This design comes from an exercise in tuning for small area, a short achievable clock period and few clock cycles per item on the open sky130 flow, not from production work.
For this run, only the layout was checked, not whether the RTL still works.
Power is estimated from default activity; no workload was simulated.

`design/flow/design.v`:
```
module pixel_frame_statistics_unit #(
    parameter int MAX_WIDTH  = 4096,
    parameter int MAX_HEIGHT = 4096
) (
    input  logic        i_clk,
    input  logic        i_rst_n,
    input  logic        i_cfg_we,
    input  logic [12:0] i_cfg_wdata,
    input  logic        i_pix_valid,
    output logic        o_pix_ready,
    input  logic [24:0] i_pix,
    output logic        o_rpt_valid,
    input  logic        i_rpt_ready,
    output logic [50:0] o_rpt
);
    logic [11:0] r_wm1;
    logic [11:0] r_col, r_row;          
    logic [11:0] n_col;
    logic        r_first;               
    logic        r_ready;               
    logic        r_rep;                 
    logic [1:0]  r_kind;
    logic        r_last;                
    logic [23:0] r_bpos, r_dpos;        
    logic [23:0] r_bpix, r_dpix;        
    logic [9:0]  r_bsum, r_dsum;
    logic [23:0] r_max, r_min;          
    logic        p_valid, q_valid;
    logic [24:0] p_pix, q_pix;
    logic        p_wrap, q_wrap;
    logic [9:0]  q_sum;
    logic        accept, fold, taken;
    logic        p_rst, q_rst;
    logic        col_ge, col_eq1, col_eq2;
    logic        upd_b, upd_d;
    logic [2:0]  upd_max, upd_min;
    logic [9:0]  sum;
    assign o_pix_ready = r_ready;
    assign accept      = i_pix_valid && r_ready;
    assign fold        = q_valid;
    assign taken       = r_rep && i_rpt_ready;
    assign o_rpt_valid = r_rep;
    assign o_rpt       = {r_kind, r_bpos, r_bpix, r_last};
    function automatic logic gt_tree(input logic [15:0] a, input logic [15:0] b, input int n);
        logic [15:0] g, e;
        for (int i = 0; i < 16; i++) begin
            g[i] = (i < n) && a[i] && !b[i];
            e[i] = (i >= n) || !(a[i] ^ b[i]);
        end
        for (int d = 1; d < 16; d = d * 2) begin
            for (int i = 0; i + d < 16; i = i + 2 * d) begin
                g[i] = g[i + d] || (e[i + d] && g[i]);
                e[i] = e[i + d] && e[i];
            end
        end
        gt_tree = g[0];
    endfunction
    assign sum = 10'(p_pix[24:17]) + 10'(p_pix[16:9]) + 10'(p_pix[8:1]);
    assign q_rst   = q_valid && (q_pix[0] || q_wrap);
    assign p_rst   = p_valid && (p_pix[0] || p_wrap);
    assign col_ge  = r_col >= r_wm1;
    assign col_eq1 = r_col + 12'd1 == r_wm1;
    assign col_eq2 = r_col + 12'd2 == r_wm1;
    always_comb begin
        n_col = r_col;
        if (q_rst)        n_col = '0;
        else if (q_valid) n_col = r_col + 12'd1;
    end
    always_ff @(posedge i_clk) begin
        p_pix  <= i_pix;
        q_pix  <= p_pix;
        q_sum  <= sum;
        q_wrap <= p_wrap;
        if (p_rst)
            p_wrap <= r_wm1 == 12'd0;
        else if (q_rst)
            p_wrap <= p_valid ? r_wm1 <= 12'd1 : r_wm1 == 12'd0;
        else if (q_valid && p_valid)
            p_wrap <= col_ge || col_eq1 || col_eq2;
        else if (q_valid || p_valid)
            p_wrap <= col_ge || col_eq1;
        else
            p_wrap <= col_ge;
        if (!i_rst_n) begin
            p_valid <= 1'b0;
            q_valid <= 1'b0;
        end else begin
            p_valid <= accept;
            q_valid <= p_valid;
        end
    end
    always_ff @(posedge i_clk) begin
        if (!i_rst_n) begin
            r_wm1 <= 12'd639;
        end else if (i_cfg_we) begin
            if (i_cfg_wdata[12])
                r_wm1 <= 12'd4095;
            else if (i_cfg_wdata[11:0] == 12'd0)
                r_wm1 <= 12'd0;
            else
                r_wm1 <= i_cfg_wdata[11:0] - 12'd1;
        end
    end
    always_ff @(posedge i_clk) begin
        if (!i_rst_n) begin
            r_col   <= '0;
            r_row   <= '0;
            r_first <= 1'b1;
            r_ready <= 1'b1;
            r_rep   <= 1'b0;
            r_kind  <= 2'd0;
            r_last  <= 1'b0;
        end else begin
            r_col <= n_col;
            if (taken) begin
                r_kind <= r_kind + 2'd1;
                r_last <= r_kind == 2'd2;
                if (r_last) begin
                    r_rep   <= 1'b0;
                    r_ready <= 1'b1;
                end
            end
            if (accept && i_pix[0]) r_ready <= 1'b0;
            if (fold) begin
                r_first <= q_pix[0];
                if (q_pix[0]) begin
                    r_row <= '0;
                    r_rep <= 1'b1;
                end else if (q_wrap && r_row != 12'd4095) begin
                    r_row <= r_row + 12'd1;
                end
            end
        end
    end
    assign upd_b = fold && (r_first || gt_tree(16'(q_sum), 16'(r_bsum), 10));
    assign upd_d = fold && (r_first || gt_tree(16'(r_dsum), 16'(q_sum), 10));
    for (genvar i = 0; i < 3; i++) begin : g_ch
        assign upd_max[i] = fold && (r_first || gt_tree(16'(q_pix[8*i+1 +: 8]), 16'(r_max[8*i +: 8]), 8));
        assign upd_min[i] = fold && (r_first || gt_tree(16'(r_min[8*i +: 8]), 16'(q_pix[8*i+1 +: 8]), 8));
    end
    always_ff @(posedge i_clk) begin
        if (r_rep) begin
            if (i_rpt_ready) begin
                r_bpos <= r_dpos;
                r_bpix <= r_dpix;
                r_dpos <= '0;
                r_dpix <= r_max;
                r_max  <= r_min;
            end
        end else begin
            if (upd_b) begin
                r_bpos <= {r_col, r_row};
                r_bpix <= q_pix[24:1];
                r_bsum <= q_sum;
            end
            if (upd_d) begin
                r_dpos <= {r_col, r_row};
                r_dpix <= q_pix[24:1];
                r_dsum <= q_sum;
            end
            for (int i = 0; i < 3; i++) begin
                if (upd_max[i]) r_max[8*i +: 8] <= q_pix[8*i+1 +: 8];
                if (upd_min[i]) r_min[8*i +: 8] <= q_pix[8*i+1 +: 8];
            end
        end
    end
endmodule
```
`design/flow/run.sh`:
```
#!/bin/bash
# synth_recipe.tcl (not shown) runs the flow's synth.tcl, then flattens the netlist and writes it again
# the make line also repeats each setting of config.mk as NAME=value (left out here)
make -C /OpenROAD-flow-scripts/flow DESIGN_CONFIG=/design/flow/config.mk WORK_HOME=/design/flow/orfs CLKGATE_MAP_FILE= SYNTH_SCRIPT=/design/flow/synth_recipe.tcl finish
```
`design/flow/config.mk`:
```
export PLATFORM = sky130hd
export DESIGN_NAME = pixel_frame_statistics_unit
export DESIGN_NICKNAME = pixel_frame_statistics_unit
export VERILOG_FILES = /design/flow/design.v
export SDC_FILE = /design/flow/constraint.sdc
export NUM_CORES = 4
export LEC_CHECK = 0
export ABC_AREA = 1
export CAP_MARGIN = 20
export CORE_MARGIN = 2
export CORE_UTILIZATION = 65
export CTS_BUF_LIST = sky130_fd_sc_hd__clkbuf_16
export CTS_CLUSTER_DIAMETER = 80
export CTS_CLUSTER_SIZE = 20
export PLACE_DENSITY = 0.8
export SETUP_SLACK_MARGIN = 2.5
export SLEW_MARGIN = 20
export TNS_END_PERCENT = 10
```
`design/flow/constraint.sdc`:
```
create_clock -name core_clock -period 4.5 [get_ports {i_clk}]
set_input_delay 0.9000 -clock core_clock [delete_from_list [all_inputs] [get_ports {i_clk}]]
set_output_delay 0.9000 -clock core_clock [all_outputs]
set_load 0.01 [all_outputs]
```
==> run summary <==
[flip-flops by register name, summed over array words and instances, names as in the netlist, 2 cells and up]
signal and count:
p_pix 25, r_bsum 10, r_dpos 24, r_bpix 24, r_max 24, r_dpix 24
q_pix 25, r_bpos 24, r_min 24, r_col 12, r_dsum 10, r_wm1 12
q_sum 10, r_row 12, r_kind 2
[layout make-up]
| type | count | area [sq um] |
|---|---|---|
| clock buffer | 17 | 425 |
| clock inverter | 12 | 55.1 |
| fill | 1244 | 4210 |
| inverter | 167 | 634 |
| multi-input combinational | 786 | 4710 |
| sequential | 270 | 7060 |
| tap | 234 | 293 |
| timing repair buffer | 129 | 1250 |
[Yosys cell counts (2+ instances only)]
| cell type | number |
|---|---|
| a31o_2 | 4 |
| xnor2_1 | 4 |
| a211oi_1 | 5 |
| a211o_1 | 5 |
| nor2_1 | 68 |
| nor3b_1 | 4 |
| o211ai_1 | 8 |
| ha_1 | 84 |
| clkinv_1 | 2 |
| o31ai_1 | 3 |
| nand2_1 | 313 |
| nand3_1 | 57 |
| dfxtp_1 | 106 |
| nor2_2 | 2 |
| o21ai_0 | 94 |
| o21bai_1 | 2 |
| buf_1 | 4 |
| buf_4 | 2 |
| clkbuf_1 | 21 |
| nand4_1 | 13 |
| xor2_1 | 12 |
| a21oi_1 | 61 |
| nand3b_1 | 3 |
| a21o_1 | 4 |
| nand2_4 | 2 |
| inv_1 | 164 |
| nor2_4 | 5 |
| edfxtp_1 | 164 |
| nor3_1 | 6 |
| fa_1 | 9 |
| a31oi_1 | 6 |
| o21ai_1 | 2 |
[placed cells by master (no fill, tap or decap), types with 6 or more instances in the layout]
cell type,instances
a21oi_1,58
buf_4,25
clkbuf_16,17
clkdlybuf4s50_1,32
dfxtp_1,98
dfxtp_2,6
dlygate4sd2_1,53
dlymetal6s2s_1,9
edfxtp_1,164
fa_1,7
ha_1,79
inv_1,166
inv_2,6
nand2_1,305
nand2_4,6
nand3_1,55
nand4_1,13
nor2_1,64
nor2_4,7
nor3_1,6
o211ai_1,8
o21ai_0,90
xor2_1,12
[critical path, stage by stage, from the launching register on]
cell and delay, ps:
dfxtp_2 350, fa_1 510, ha_2 220, fa_2 400, nand3_1 130, nand3_2 120, a21oi_2 170, o21bai_2 80
xor2_1 150
[routing by layer]
| metal | GRT usage | vias up |
|---|---|---|
| met5 | 0 | - |
| met4 | 0.0463 | 0 |
| met3 | 0.0263 | 36 |
| met2 | 0.425 | 315 |
| met1 | 0.375 | 4175 |
| li1 | - | 4435 |
[kinds of logic after synthesis]
group,synth area share
AOI/OAI and AO/OA,0.0910
buffers and inverters,0.0603
and+or+nand+nor,0.163
adders and majority gates,0.100
DFF,0.574
xor gates and xnor gates,0.0114
[through the flow]
step                instances  hold slack (ps)  utilization  total power [mW]  area [sq um]
detailed placement       1558              350        0.723              3.56         13500
CTS                      1603              361        0.762              5.04         14200
floorplan                1249              331            -              3.32         12300
global placement         1558              338        0.723              3.53         13500
global route             1615              370        0.774              5.29         14400
finish                   1615              358        0.774              5.07         14400
[repair_timing]
item | CTS | global route
buffers inserted | 13 | 11
hold buffers | 0 | 0
hold endpoints to repair | 0 | 0
pin swaps | 11 | 22
gates cloned | 3 | 1
gates resized for setup | 97 | 38
endpoints found under the setup margin | 245 | 270
[worst max path at each step]
stage / from / slack, ps / end / cells after the start
after floorplan: i_rpt_ready / 2260 / r_bpix[0] / 3
after global placement: i_rpt_ready / 1530 / r_dpix[0] / 4
after detailed placement: i_rpt_ready / 1460 / r_dpos[12] / 4
after CTS: p_pix[12] / 2320 / q_sum[8] / 11
after global routing: p_pix[10] / 2160 / q_sum[7] / 8
final: p_pix[10] / 2260 / q_sum[7] / 8
[power breakdown]
group | internal, mW | switching (mW) | leakage [nW]
logic | 0.304 | 0.393 | 3.79
registers | 2.79 | 0.111 | 2.40
clock network | 0.696 | 0.775 | 0.268
total | 3.79 | 1.28 | 6.45
==> flow_summary.toml <==
[worst_setup_path]
critPathMaxFanout = 2
worstPathRequired_ps = 4880
cp-end-kind = "register"
worstReg2RegEnd = "q_sum[7]"
rr_worst_depth = 8
r2r-start = "p_pix[10]"
ff2ff_setup_slack_ps = 2260
start_kind = "register"
critical_path_arrival_ps = 2620
crit_type = "register to register"

[global_route]
grtUsageTotal = 0.256
antenna_found_initial = 0
grt-ovfl-total = 0
grt_max_degree = 98
grt_pass1_wl_mm = 41.0
grt_pass1_vias = 8331

[synthesis]
synth-seq-area-share = 0.574
synthDistinctLibCells = 42
syn_nets = 1385
ys_ff_latch = 270
yosysWarningCount = 1
synthTopCellsByArea = "edfxtp_1 40%, dfxtp_1 17%, nand2_1 9.6%"
synth_area_sq_mm = 0.0123
synth_edf_count = 164
async_reset_ff_frac = 0
yosysTopAreaCell = "edfxtp_1"
synthFlopType = "edfxtp_1"
syn_inst = 1249
synth.top_cell.area_share = 0.401
synth.avg_cell_area_sq_um = 9.83

[route]
finalWirelength_mm = 25.6
drt-pass1-iter-count = 5
routedWlPerCell_um = 15.8
dr.max_layer_used = "met4"
routed-wl-met2_mm = 12.1
m1WireLength_mm = 11.5
drcViolationCount = 0
detail-route-antenna-nets = 0
met3_length_mm = 1.57
vias = 8961
initialDrtViolationCount = 863
via_per_inst = 5.55

[clock_tree]
cts-root-buf = "clkbuf_16"
clk_pin_slew_ps = 80
clkLatencyLatePin_ps = 500
cts_tree = "yes"
cts_buffers = 17
cts_buffer_depth = 3
htreeDepth = 1
clkSinkCount = 270

[place]
hpwl_mm = 18.1
place_ws_ps = 1460
portBuffers = 95
place.gp.congestion = 0.919

[floorplan]
die_h_um = 141
die_area_sq_mm = 0.0200
io_pins = 96
die_w_um = 141
rows = 50
design.core.area_sq_mm = 0.0186
start_util = 0.659

[min_path]
hold_class = "register to register"
min_from = "p_pix[17]"
min_to = "q_pix[17]"
hold_depth = 0

[sta]
timing.final.crit_period_ps = 2240
tightest_slew_ps = 901
fmax_ghz = 0.446
maxSlewViolCount = 0
slew_headroom = 0.400
hold_violations = 0
final-setup-viol-count = 0
rsz0062_at_grt = "yes"
skew_ps = 18.0
setup_slack_ps = 2260
period_share = 0.499
setup_tns_ps = 0

[pwr]
max-vdd-ir-drop_uv = 434
pwr_density_cell_mw_per_mm2 = 351
p_leak_nw = 6.45

[run]
maxCapViolations = 0

[layout]
synthToLayoutAreaGrowth_pct = 17.5
drive_gt1_frac = 0.0825
layout.nets = 1507
diodes = 0

[status]
outcome = "complete, no violations"

## what the ideal ports hide
Ports are ideal in the flow. The routed layout listed here was re-timed in OpenROAD.
Step 1, drivers: a clkbuf_16 drives i_clk and a buf_2 each remaining input, both assumed.
Step 2 also shifts input and output timing later by t, the mid clock arrival at the registers, as if the neighbouring blocks saw the same clock.
Slacks: ideal / step 1 / step 2; pairs: ideal / step 1.
t (ns): 0.532
setup WS [ns]: 2.256 / 2.256 / 1.854
hold WS [ns]: 0.358 / 0.358 / 0.358
worst slew at a driven data input, ns: 0.05
After both steps this run still meets setup and hold. The setup slack of this run moves by 0.000 ns with the drivers and by -0.402 ns with both steps.
